From an optimization exercise on the open Yosys and OpenROAD flow, aimed at a short achievable clock period and few clock cycles per item; shortcuts taken in it are not production practice.
Only simulation tests tie the RTL to the original design; equivalence was not proved.
Power and IR drop assume default switching activity.

Design cpu_top, start of the top module:
module cpu_top (
    input  logic        clk,
    input  logic        reset,
    output logic [9:0]  instr_addr,
    input  logic [17:0] instr_data,
    output logic [9:0]  mem_addr,
    output logic [17:0] mem_wdata,
    output logic        mem_we,
    output logic        mem_re,
    input  logic [17:0] mem_rdata
);
Size: about 3800 cells after synthesis, about 840 flip-flops, about 78 I/O pins, roughly 42000 µm² of cells after synthesis.
clock: 6.0 ns
lec_check: 0
cap_margin: 20
core_margin: 2
core_utilization: 60
gpl_timing_driven: 1
setup_slack_margin: 3.3
slew_margin: 20
run.sh (not shown) runs the stock make flow with config.mk's settings and CLKGATE_MAP_FILE= SYNTH_SCRIPT=/design/flow/synth_recipe.tcl, a recipe that flattens the netlist after the stock synthesis.
The first run finished clean.
Testbench counts at the start, summed over its fixed seeds: cycles 93,623, instrs 84,944.
Then changed:
- CORE_UTILIZATION: 60 -> 55
- SETUP_SLACK_MARGIN: 3.3 -> 3.8
Outcome: Cell area rose by 6.5%; setup slack loses 5.3 ps; synthesized cell count stays the same; wire length rose by 8.0%.
Then changed:
- PLACE_DENSITY: unset -> 0.75
- SETUP_SLACK_MARGIN: 3.8 -> 3.4
After rerunning: Cell area drops by 4.8%; power came out lower by 3.1%; area after synthesis is unchanged; cell count went down by 2.8%; synthesized cell count stays the same; die area does not change; fmax drops by 2.9%.
Then changed:
- CORE_UTILIZATION: 55 -> 65
- PLACE_DENSITY: 0.75 -> unset
Effect: Synthesized area stays the same. Setup slack gains 89 ps. Die area decreases by about a fifth. Fmax increases by a few percent. Count of clock-buffer cells in the layout decreases by 4. Utilization increases by 10 points. Power decreases by a few percent. Global-route usage increases by 7.2 points.

========
Setup of alpha:
Starting RTL as in the previous note.
Settings: LEC_CHECK=0, CAP_MARGIN=20, CORE_MARGIN=2, CORE_UTILIZATION=55, GPL_TIMING_DRIVEN=1, SETUP_SLACK_MARGIN=3.0, SLEW_MARGIN=20; clock period 6.0 ns.
alpha completed end to end with timing, DRC and antenna clean.
Testbench counts of alpha, summed over its fixed seeds: cycles 93,623, instrs 84,944.
Edits applied to the flow inputs when going from alpha to delta:
# alpha
export LEC_CHECK = 0
export CAP_MARGIN = 20
export CORE_MARGIN = 2
export CORE_UTILIZATION = 55
export GPL_TIMING_DRIVEN = 1
export SETUP_SLACK_MARGIN = 3.0
export SLEW_MARGIN = 20
create_clock -name core_clock -period 6.0 [get_ports {clk}]
# delta
export LEC_CHECK = 0
export CAP_MARGIN = 20
export CORE_MARGIN = 2
export CORE_UTILIZATION = 50
export GPL_TIMING_DRIVEN = 1
export SETUP_SLACK_MARGIN = 3.5
export SLEW_MARGIN = 20
create_clock -name core_clock -period 6.0 [get_ports {clk}]
Results
After detailed routing, alpha needs less wire than delta.
On worst hold slack, alpha tracks delta almost exactly.
delta ended with more combinational cell fraction of total power than alpha.
delta vs alpha, standard cell with the maximum stage delay on the critical path: sky130_fd_sc_hd__dfrtp_1 vs sky130_fd_sc_hd__clkdlybuf4s50_1
Compared with alpha, delta shows a first-iteration DRC count that is 349 higher.
Of the two values seen for top cell class by occupied area, flip-flops and latches was produced by alpha and multi-input combinational cells by delta.
Between alpha and delta, the difference in combined flip-flop and latch cell area is negligible.

========
cpu_top again, from the RTL that the note above started with.
// cpu_top
module cpu_top (
    input  logic        clk,
    input  logic        reset,
    output logic [9:0]  instr_addr,
    input  logic [17:0] instr_data,
    output logic [9:0]  mem_addr,
    output logic [17:0] mem_wdata,
    output logic        mem_we,
    output logic        mem_re,
    input  logic [17:0] mem_rdata
);
clock: 6.0 ns
lec_check: 0
cap_margin: 20
core_margin: 2
core_utilization: 55
gpl_routability_driven: 0
gpl_timing_driven: 1
setup_slack_margin: 3.4
slew_margin: 20
The first run completed without violations.
Testbench counts at the start, summed over its fixed seeds: cycles 93,623, instrs 84,944.
Rerun with:
GPL_ROUTABILITY_DRIVEN = default   (was 0)
Effect:
- routed wire length is lower by 0.59%
- sequential share of layout area stays flat
- total power climbs by 0.72%
- die area does not change
- global-route usage went up by 0.18 points
- cell count barely changes

-- separate check: timing with driven ports --
No port has a modelled driver above. Below, the same layouts with a new extraction and two added sets of constraints. Step 1, drivers: a clkbuf_16 drives clk and a buf_2 each remaining input, both assumed. Step 2, shift: input delay + t, output delay - t, t = (earliest + latest rising clock arrival at the registers) / 2. This alone moves slack from input paths to output paths. Three values: no drivers, after step 1, after step 2; two values: the first two.
| run | t, ns | slack for setup (ns) | worst hold slack (ns) | clock arrival spread, ns |
|---|---|---|---|---|
| the first run of note 1 | 0.718 | 3.281 / 3.276 / 2.573 | 0.379 / 0.379 / 0.379 | 0.025 / 0.024 |
| the second run of note 1 | 0.722 | 3.275 / 3.275 / 2.771 | 0.378 / 0.378 / 0.378 | 0.035 / 0.035 |
| the third run of note 1 | 0.726 | 3.195 / 3.195 / 2.642 | 0.387 / 0.387 / 0.387 | 0.032 / 0.032 |
| the fourth run of note 1 | 0.700 | 3.284 / 3.284 / 2.807 | 0.377 / 0.377 / 0.377 | 0.015 / 0.015 |
| alpha | 0.719 | 3.053 / 2.986 / 2.465 | 0.373 / 0.373 / 0.373 | 0.037 / 0.036 |
| delta | 0.733 | 3.330 / 3.261 / 2.773 | 0.375 / 0.375 / 0.375 | 0.028 / 0.028 |
| the first run of note 3 | 0.720 | 3.271 / 3.261 / 2.794 | 0.377 / 0.377 / 0.377 | 0.021 / 0.021 |
| the second run of note 3 | 0.718 | 3.332 / 3.301 / 2.751 | 0.381 / 0.381 / 0.381 | 0.024 / 0.024 |
After both steps every run listed still meets setup and hold. For the first run of note 1, which loses most, drivers alone change the setup slack by -0.005 ns; drivers and shift together by -0.708 ns.
